Context: an optimization exercise on an open-source flow, tuned for small area. The choices shown serve that exercise and are no tape-out recipe.
The RTL was checked by simulation tests, not by an equivalence proof against the original design.
No activity file was given, so power comes from the tool's default toggle rates.

==> flow/design.v (excerpt) <==
module ecg_r_peak_heart_rate (
  input  logic        clk,
  input  logic        rst,
  input  logic        sample_valid,
  output logic        sample_stall,
  input  logic [11:0] adc_sample,
  output logic        result_valid,
  input  logic        result_stall,
  output logic [11:0] filtered_sample,
  output logic        peak_flag,
  output logic        rate_updated,
  output logic [7:0]  heart_rate,
  input  logic        cfg_valid,
  output logic        cfg_ready,
  input  logic [2:0]  cfg_index,
  input  logic [15:0] cfg_data
);
  logic [4:0] ph;
  logic [2:0] mode;
  logic [3:0] pc;
  logic       last;
  logic [3:0] j;
  assign last = (ph == 5'd31);
  assign j    = ph[3:0];
  always_ff @(posedge clk) begin
    if (rst) ph <= '0;
    else     ph <= ph + 1'b1;
  end
  logic is_init, is_cfg, is_filt, is_div, is_hupd, is_avg;
  assign is_init = (mode == ecgr_pkg::M_INIT);
  assign is_cfg  = (mode == ecgr_pkg::M_CFG);
  assign is_filt = (mode == ecgr_pkg::M_FILT);
  assign is_div  = (mode == ecgr_pkg::M_DIV);
  assign is_hupd = (mode == ecgr_pkg::M_HUPD);
  assign is_avg  = (mode == ecgr_pkg::M_AVG);
  logic f10, d0, d15;
  assign f10 = is_filt && (pc == 4'd10);
  assign d0  = is_div && (pc == 4'd0);
  assign d15 = is_div && (pc == 4'd15);
  logic m16, m8;
  assign m16 = cfg_data[j];
  assign m8  = cfg_data[j[2:0]];
  logic alpha_q, thresh_q, refr_q, numer_q, rmin_q, rmax_q;
  logic alpha_d, thresh_d, refr_d, numer_d, rmin_d, rmax_d;
  logic cfg_w;
  assign cfg_w = is_cfg;
  always_comb begin
    alpha_d  = alpha_q;
    thresh_d = thresh_q;
    refr_d   = refr_q;
    numer_d  = numer_q;
    rmin_d   = rmin_q;
    rmax_d   = rmax_q;
    if (is_init) begin
      alpha_d  = ecgr_pkg::ALPHA_RESET[j];
      thresh_d = ecgr_pkg::THRESH_RESET[j];
      refr_d   = ecgr_pkg::REFR_RESET[j];
      numer_d  = ecgr_pkg::NUMER_RESET[j];
      rmin_d   = ecgr_pkg::RATE_MIN_RESET[j[2:0]];
      rmax_d   = ecgr_pkg::RATE_MAX_RESET[j[2:0]];
    end else if (cfg_w) begin
      if (cfg_index == 3'd0) alpha_d  = m16;
  ...
Size: ~620 cells after synthesis, roughly 230 flip-flops, roughly 61 I/O pins, about 0.0071 mm^2 of cells after synthesis.
clock: 10.0 ns
lec_check: 0
abc_area: 1
cap_margin: 20
core_margin: 2
core_utilization: 60
slew_margin: 20
standard.sh (not shown) runs the stock make flow with config.mk's settings and CLKGATE_MAP_FILE= SYNTH_SCRIPT=/design/flow/synth_recipe.tcl, a recipe that flattens the netlist after the stock synthesis.
==> flow/flow/run.sh <==
#!/bin/bash
# The standard layout (standard.sh) with these changes:
#  - synthesis maps the logic with an area-only ABC script (flow/area.abc) instead of ORFS's
#    abc_area.script; everything else in synthesis, the registers included, is unchanged;
#  - ports are buffered with the smallest buffer (buf_1);
#  - the clock tree is built from clkbuf_4 without dummy loads.
# Logs: own_synth.log is not separate; make's whole output goes to standard.log and ORFS
# writes each step's log under orfs/logs/.
set -euo pipefail
HERE=$(pwd)
{
  printf '%s\n' 'proc abc {args} {'
  printf '%s\n' '  set i [lsearch -exact $args -script]'
  printf '%s\n' '  if {$i >= 0} { lset args [expr {$i + 1}] $::env(OWN_ABC_SCRIPT) }'
  printf '%s\n' '  yosys abc {*}$args'
  printf '%s\n' '}'
  cat synth_recipe.tcl
} > own_synth.tcl
sed -E "s#SYNTH_SCRIPT=[^ ]+#SYNTH_SCRIPT=$HERE/own_synth.tcl#" standard.sh > own_standard.sh
export OWN_ABC_SCRIPT="$HERE/flow/area.abc"
export BUFFER_PORTS_ARGS="-buffer_cell sky130_fd_sc_hd__buf_1"
export CTS_ARGS="-sink_clustering_enable -repair_clock_nets -dont_use_dummy_load -buf_list sky130_fd_sc_hd__clkbuf_2 -sink_clustering_size 6 -sink_clustering_max_diameter 30"
bash own_standard.sh > standard.log 2>&1
==> flow/flow/area.abc <==
strash
dc2
dch -f
amap
topo
The baseline completed with no timing, DRC or antenna violations.
Change:
--- a/flow/flow/run.sh
+++ b/flow/flow/run.sh
@@ -21,3 +21,3 @@
 export BUFFER_PORTS_ARGS="-buffer_cell sky130_fd_sc_hd__buf_1"
-export CTS_ARGS="-sink_clustering_enable -repair_clock_nets -dont_use_dummy_load -buf_list sky130_fd_sc_hd__clkbuf_2 -sink_clustering_size 6 -sink_clustering_max_diameter 30"
+export CTS_ARGS="-sink_clustering_enable -repair_clock_nets -dont_use_dummy_load -buf_list sky130_fd_sc_hd__clkbuf_4 -sink_clustering_size 10 -sink_clustering_max_diameter 50"
 bash own_standard.sh > standard.log 2>&1
After rerunning: Power goes down by 1.8%; worst setup slack is better by 0.061 ns; core utilization decreases by 0.22 points; synthesized cell count is unchanged; sequential share of layout area climbs by 0.20 points; die area does not change; routed wire length drops by 2.4%; design area came out lower by 0.32%; non-clock buffer count does not change; global-route usage went down by 0.66 points.

Another version of the RTL of ecg_r_peak_heart_rate (not shown whole).
Size in the first run: about 61 I/O pins, roughly 6900 um^2 of cells after synthesis.
clock: 10.0 ns
lec_check: 0
abc_area: 1
cap_margin: 20
core_margin: 2
core_utilization: 60
slew_margin: 20
==> flow/flow/run.sh <==
#!/bin/bash
# The standard layout (standard.sh) with these changes:
#  - synthesis maps the logic with an area-only ABC script (flow/area.abc) instead of ORFS's
#    abc_area.script; everything else in synthesis, the registers included, is unchanged;
#  - ports are buffered with the smallest buffer (buf_1);
#  - the clock tree is built from clkbuf_4 without dummy loads.
# Logs: own_synth.log is not separate; make's whole output goes to standard.log and ORFS
# writes each step's log under orfs/logs/.
set -euo pipefail
HERE=$(pwd)
{
  printf '%s\n' 'proc abc {args} {'
  printf '%s\n' '  set i [lsearch -exact $args -script]'
  printf '%s\n' '  if {$i >= 0} { lset args [expr {$i + 1}] $::env(OWN_ABC_SCRIPT) }'
  printf '%s\n' '  yosys abc {*}$args'
  printf '%s\n' '}'
  cat synth_recipe.tcl
} > own_synth.tcl
sed -E "s#SYNTH_SCRIPT=[^ ]+#SYNTH_SCRIPT=$HERE/own_synth.tcl#" standard.sh > own_standard.sh
export OWN_ABC_SCRIPT="$HERE/flow/area.abc"
export BUFFER_PORTS_ARGS="-buffer_cell sky130_fd_sc_hd__buf_1"
export CTS_ARGS="-sink_clustering_enable -repair_clock_nets -dont_use_dummy_load -buf_list sky130_fd_sc_hd__clkbuf_4 -sink_clustering_size 10 -sink_clustering_max_diameter 50"
bash own_standard.sh > standard.log 2>&1
==> flow/flow/area.abc <==
strash
dc2
&get -n
&deepsyn -T 30
&put
dc2
dch -f
amap
topo
The baseline finished with timing, DRC and antenna clean.
Then changed:
==> flow/flow/area.abc (replaced) <==
strash
dc2
dch -f
amap
topo
- CORE_UTILIZATION: 60 -> 50
The new run went through all stages and came out clean. Combinational power grows by 4.7%. Total power rises by 1.6%. Synthesized cell count rises by 3.1%. Setup slack gains 0.32 ns. Sequential power is higher by about 0.7%.

Another version of the RTL of ecg_r_peak_heart_rate (not shown whole).
Size: about 650 cells after synthesis, ~250 flip-flops, roughly 61 I/O pins, ~8200 um2 of cells after synthesis.
Settings: LEC_CHECK=0, CAP_MARGIN=20, CORE_MARGIN=2, CORE_UTILIZATION=40, CTS_BUF_LIST=sky130_fd_sc_hd__clkbuf_4, SLEW_MARGIN=20; clock period 10.0 ns.
run.sh (not shown) runs the stock make flow with config.mk's settings and CLKGATE_MAP_FILE= SYNTH_SCRIPT=/design/flow/synth_recipe.tcl, a recipe that flattens the netlist after the stock synthesis.
Stock flow here: none of the scripts above is used.
==> next run, changes <==
--- a/flow/config.mk
+++ b/flow/config.mk
@@ -8,5 +8,6 @@
 export CAP_MARGIN = 20
 export CORE_MARGIN = 2
-export CORE_UTILIZATION = 40
-export CTS_BUF_LIST = sky130_fd_sc_hd__clkbuf_4
+export CORE_UTILIZATION = 60
+export CTS_BUF_LIST = sky130_fd_sc_hd__clkbuf_2 sky130_fd_sc_hd__clkbuf_4 sky130_fd_sc_hd__clkbuf_8
+export CTS_CLUSTER_SIZE = 30
 export SLEW_MARGIN = 20
Count of clock-buffer cells in the layout falls by 31. Synthesized cell count stays the same. Register-to-register slack gets better by 90 ps. Die area falls by 33%. Cell count falls by 13%. Maximum frequency rises by 2.1%. Via count falls by 3.4%.
==> next run, changes <==
--- a/flow/config.mk
+++ b/flow/config.mk
@@ -8,6 +8,4 @@
 export CAP_MARGIN = 20
 export CORE_MARGIN = 2
-export CORE_UTILIZATION = 60
-export CTS_BUF_LIST = sky130_fd_sc_hd__clkbuf_2 sky130_fd_sc_hd__clkbuf_4 sky130_fd_sc_hd__clkbuf_8
-export CTS_CLUSTER_SIZE = 30
+export CORE_UTILIZATION = 40
 export SLEW_MARGIN = 20
After rerunning: Synthesized area stays the same; worst hold slack is better by 4.4 ps; setup slack is better by 57 ps; synthesized cell count stays the same; final area is higher by 1.3%; flip-flop and latch count does not change; combinational power is higher by about 1%; core utilization is lower by 24 points.

Setup of job 101:
Another version of the RTL of ecg_r_peak_heart_rate (not shown whole).
Size in the first run: roughly 730 cells after synthesis, about 240 flip-flops, about 61 I/O pins, ~0.0077 mm2 of cells after synthesis.
make LEC_CHECK=0 ABC_AREA=1 CAP_MARGIN=20 CORE_MARGIN=2 CORE_UTILIZATION=40 CTS_BUF_LIST=sky130_fd_sc_hd__clkbuf_16 SLEW_MARGIN=20 finish   # period 10.0 ns
#### Input delta (job 102 over job 101)
Settings: a change of CTS_BUF_LIST from sky130_fd_sc_hd__clkbuf_16 to sky130_fd_sc_hd__clkbuf_4; an added CTS_CLUSTER_SIZE of 12; an added CTS_CLUSTER_DIAMETER of 50.
[summary]
Job 102 against job 101: via count of the routed design rose 25, smallest setup slack after layout shows a reduction of 0.14 ns, met3 usage went up.
Job 102: all stages complete, timing, DRC and antenna checks passed
The flow did not stop early for job 101: all stages ran, and the layout cleared the timing, DRC and antenna checks.
Edits applied to the flow inputs when going from job 102 to job 103:
Settings: CTS_CLUSTER_DIAMETER: 50 -> unset; CTS_BUF_LIST: sky130_fd_sc_hd__clkbuf_4 -> unset; CTS_CLUSTER_SIZE: 12 -> unset.
==> flow/flow/run.sh (new file) <==
#!/bin/bash
set -euo pipefail
export BUFFER_PORTS_ARGS="-buffer_cell sky130_fd_sc_hd__buf_1"
export CTS_ARGS="-sink_clustering_enable -repair_clock_nets -dont_use_dummy_load -buf_list sky130_fd_sc_hd__clkbuf_4 -sink_clustering_size 10 -sink_clustering_max_diameter 50"
bash standard.sh > standard.log 2>&1
==> flow/standard.sh (new file) <==
#!/bin/bash
# synth_recipe.tcl (not shown) runs the flow's synth.tcl, then flattens the netlist and writes it again
# the make line also repeats each setting of config.mk as NAME=value (left out here)
make -C /OpenROAD-flow-scripts/flow DESIGN_CONFIG=/design/flow/config.mk WORK_HOME=/design/flow/orfs CLKGATE_MAP_FILE= SYNTH_SCRIPT=/design/flow/synth_recipe.tcl "${@:-finish}"
removed: flow/run.sh
Notes after the runs:
Job 102 was larger in final cell area than job 103.
Changes observed in job 103 relative to job 102: first-pass GRT wire length higher, arrival time of the worst setup path lower.
Job 103: worst setup slack after layout is 0.26 ns higher than what job 102 reported.

north:
Another version of the RTL of ecg_r_peak_heart_rate (not shown whole).
Size: about 670 cells after synthesis, about 230 flip-flops, ~61 I/O pins, about 7200 um^2 of cells after synthesis.
==> flow/config.mk <==
export PLATFORM = sky130hd
export DESIGN_NAME = ecg_r_peak_heart_rate
export DESIGN_NICKNAME = ecg_r_peak_heart_rate
export VERILOG_FILES = /design/flow/design.v
export SDC_FILE = /design/flow/constraint.sdc
export NUM_CORES = 4
export LEC_CHECK = 0
export ABC_AREA = 1
export CAP_MARGIN = 20
export CORE_MARGIN = 2
export CORE_UTILIZATION = 60
export SLEW_MARGIN = 20
==> flow/constraint.sdc <==
create_clock -name core_clock -period 10.0 [get_ports {clk}]
set_input_delay 2.0000 -clock core_clock [delete_from_list [all_inputs] [get_ports {clk}]]
set_output_delay 2.0000 -clock core_clock [all_outputs]
set_load 0.01 [all_outputs]
standard.sh (not shown) runs the stock make flow with config.mk's settings and CLKGATE_MAP_FILE= SYNTH_SCRIPT=/design/flow/synth_recipe.tcl, a recipe that flattens the netlist after the stock synthesis.
==> flow/flow/run.sh <==
#!/bin/bash
# The standard layout (standard.sh) with these changes:
#  - synthesis maps the logic with an area-only ABC script (flow/area.abc) instead of ORFS's
#    abc_area.script; everything else in synthesis, the registers included, is unchanged;
#  - ports are buffered with the smallest buffer (buf_1);
#  - the clock tree is built from clkbuf_4 without dummy loads.
# Logs: own_synth.log is not separate; make's whole output goes to standard.log and ORFS
# writes each step's log under orfs/logs/.
set -euo pipefail
HERE=$(pwd)
{
  printf '%s\n' 'proc abc {args} {'
  printf '%s\n' '  set i [lsearch -exact $args -script]'
  printf '%s\n' '  if {$i >= 0} { lset args [expr {$i + 1}] $::env(OWN_ABC_SCRIPT) }'
  printf '%s\n' '  yosys abc {*}$args'
  printf '%s\n' '}'
  cat synth_recipe.tcl
} > own_synth.tcl
sed -E "s#SYNTH_SCRIPT=[^ ]+#SYNTH_SCRIPT=$HERE/own_synth.tcl#" standard.sh > own_standard.sh
export OWN_ABC_SCRIPT="$HERE/flow/area.abc"
export BUFFER_PORTS_ARGS="-buffer_cell sky130_fd_sc_hd__buf_1"
export CTS_ARGS="-sink_clustering_enable -repair_clock_nets -dont_use_dummy_load -buf_list sky130_fd_sc_hd__clkbuf_4 -sink_clustering_size 10 -sink_clustering_max_diameter 50"
bash own_standard.sh > standard.log 2>&1
==> flow/flow/area.abc <==
strash
dch
map -a
topo
diff inputs: north => south
-- flow/flow/run.sh --
<<< north, line 20
export OWN_ABC_SCRIPT="$HERE/flow/area.abc"
export BUFFER_PORTS_ARGS="-buffer_cell sky130_fd_sc_hd__buf_1"
export CTS_ARGS="-sink_clustering_enable -repair_clock_nets -dont_use_dummy_load -buf_list sky130_fd_sc_hd__clkbuf_4 -sink_clustering_size 10 -sink_clustering_max_diameter 50"
bash own_standard.sh > standard.log 2>&1
>>> south, line 20
export OWN_ABC_SCRIPT="$HERE/flow/area.abc"
export BUFFER_PORTS_ARGS="-buffer_cell sky130_fd_sc_hd__buf_1"
export CTS_ARGS="-sink_clustering_enable -repair_clock_nets -dont_use_dummy_load -buf_list sky130_fd_sc_hd__clkbuf_8 -sink_clustering_size 16 -sink_clustering_max_diameter 60"
bash own_standard.sh > standard.log 2>&1
Findings:
south packs its core more tightly than north. south vs north — overall via count from detail_route dropped about 1.4%. Between south and north, it is south whose part of the power in combinational logic is lower, by 0.2 points. On power after layout: south sits above north. south and north ended up with nearly the same non-clock buffering overhead in the final layout. In south the sum of met3 wire segment lengths after detailed routing turned out 14% lower than in north. Taking north as the reference point, the power density relative to cell area of south rises by 3.3 nW/um^2.

sierra:
RTL: one of the versions met above, not the one the previous note started from.
Size in the first run: roughly 230 flip-flops, roughly 61 I/O pins, roughly 6900 sq um of cells after synthesis.
Settings: LEC_CHECK=0, ABC_AREA=1, CAP_MARGIN=20, CORE_MARGIN=2, CORE_UTILIZATION=60, SLEW_MARGIN=20; clock period 10.0 ns.
==> flow/flow/run.sh <==
#!/bin/bash
# The standard layout (standard.sh) with these changes:
#  - synthesis maps the logic with an area-oriented ABC script (flow/area.abc) instead of ORFS's
#    abc_area.script; everything else in synthesis, the registers included, is unchanged;
#  - ports are buffered with the smallest buffer (buf_1);
#  - the clock tree is built from clkbuf_4 without dummy loads, at most 9 sinks per
#    leaf buffer.
# Logs: own_synth.log is not separate; make's whole output goes to standard.log and ORFS
# writes each step's log under orfs/logs/.
set -euo pipefail
HERE=$(pwd)
{
  printf '%s\n' 'proc abc {args} {'
  printf '%s\n' '  set i [lsearch -exact $args -script]'
  printf '%s\n' '  if {$i >= 0} { lset args [expr {$i + 1}] $::env(OWN_ABC_SCRIPT) }'
  printf '%s\n' '  yosys abc {*}$args'
  printf '%s\n' '}'
  cat synth_recipe.tcl
} > own_synth.tcl
sed -E "s#SYNTH_SCRIPT=[^ ]+#SYNTH_SCRIPT=$HERE/own_synth.tcl#" standard.sh > own_standard.sh
export OWN_ABC_SCRIPT="$HERE/flow/area.abc"
export BUFFER_PORTS_ARGS="-buffer_cell sky130_fd_sc_hd__buf_1"
export CTS_ARGS="-sink_clustering_enable -repair_clock_nets -dont_use_dummy_load -buf_list sky130_fd_sc_hd__clkbuf_4 -sink_clustering_size 9 -sink_clustering_max_diameter 45"
bash own_standard.sh > standard.log 2>&1
==> flow/flow/area.abc <==
strash
dc2
&get -n
&deepsyn -T 30
&put
dc2
dch -f
amap
topo
Changes in cedar relative to sierra:
==> flow/flow/run.sh <==
#!/bin/bash
# The standard layout (standard.sh) with these changes:
#  - synthesis maps the logic with an area-only ABC script (flow/area.abc) instead of ORFS's
#    abc_area.script; everything else in synthesis, the registers included, is unchanged;
#  - ports are buffered with the smallest buffer (buf_1);
#  - the clock tree is built from clkbuf_4 without dummy loads.
# Logs: own_synth.log is not separate; make's whole output goes to standard.log and ORFS
# writes each step's log under orfs/logs/.
set -euo pipefail
HERE=$(pwd)
{
  printf '%s\n' 'proc abc {args} {'
  printf '%s\n' '  set i [lsearch -exact $args -script]'
  printf '%s\n' '  if {$i >= 0} { lset args [expr {$i + 1}] $::env(OWN_ABC_SCRIPT) }'
  printf '%s\n' '  yosys abc {*}$args'
  printf '%s\n' '}'
  cat synth_recipe.tcl
} > own_synth.tcl
sed -E "s#SYNTH_SCRIPT=[^ ]+#SYNTH_SCRIPT=$HERE/own_synth.tcl#" standard.sh > own_standard.sh
export OWN_ABC_SCRIPT="$HERE/flow/area.abc"
export BUFFER_PORTS_ARGS="-buffer_cell sky130_fd_sc_hd__buf_1"
export CTS_ARGS="-sink_clustering_enable -repair_clock_nets -dont_use_dummy_load -buf_list sky130_fd_sc_hd__clkbuf_4 -sink_clustering_size 10 -sink_clustering_max_diameter 35"
bash own_standard.sh > standard.log 2>&1
Notes after the runs:
- Summary: with sierra as the reference, wire length in cedar moved up slightly.
- Compared with sierra, cedar improves time the worst path needs with I/O delays and setup.
- Clock buffer instance count of the final layout went up by more than 10% going from sierra to cedar.

-- re-timing with driven ports --
Ports are ideal in the flow. The routed layouts listed here were re-timed in OpenROAD.
Step 1 sets driving cells, clkbuf_16 on the clock port and buf_2 on the other inputs (assumed; they add their load-dependent delay and slew).
Step 2, shift: input delay + t, output delay - t, t = (earliest + latest rising clock arrival at the registers) / 2. This alone moves slack from input paths to output paths.
a / b / c = ideal / step 1 / step 2; a / b = the first two.
| run | t, ns | slack for setup (ns) | worst slew at a driven data input, ns |
|---|---|---|---|
| the first run of note 1 | 0.726 | 4.646 / 4.610 / 4.723 | 0.04 |
| the second run of note 1 | 0.611 | 4.706 / 4.706 / 4.706 | 0.04 |
| the first run of note 2 | 0.625 | 4.168 / 4.136 / 4.761 | 0.03 |
| the second run of note 2 | 0.629 | 4.490 / 4.455 / 4.996 | 0.04 |
| the first run of note 3 | 0.720 | 4.347 / 4.306 / 5.026 | 0.04 |
| the second run of note 3 | 0.547 | 4.461 / 4.422 / 4.969 | 0.04 |
| the third run of note 3 | 0.556 | 4.519 / 4.473 / 5.029 | 0.05 |
| job 101 | 0.556 | 4.745 / 4.698 / 5.254 | 0.04 |
| job 102 | 0.664 | 4.601 / 4.566 / 5.230 | 0.04 |
| job 103 | 0.627 | 4.862 / 4.827 / 5.399 | 0.04 |
| north | 0.654 | 4.625 / 4.590 / 4.850 | 0.05 |
| south | 0.520 | 4.782 / 4.747 / 4.879 | 0.05 |
| sierra | 0.655 | 4.173 / 4.140 / 4.795 | 0.03 |
| cedar | 0.589 | 4.217 / 4.184 / 4.772 | 0.04 |
After both steps setup and hold are still met in every run listed.
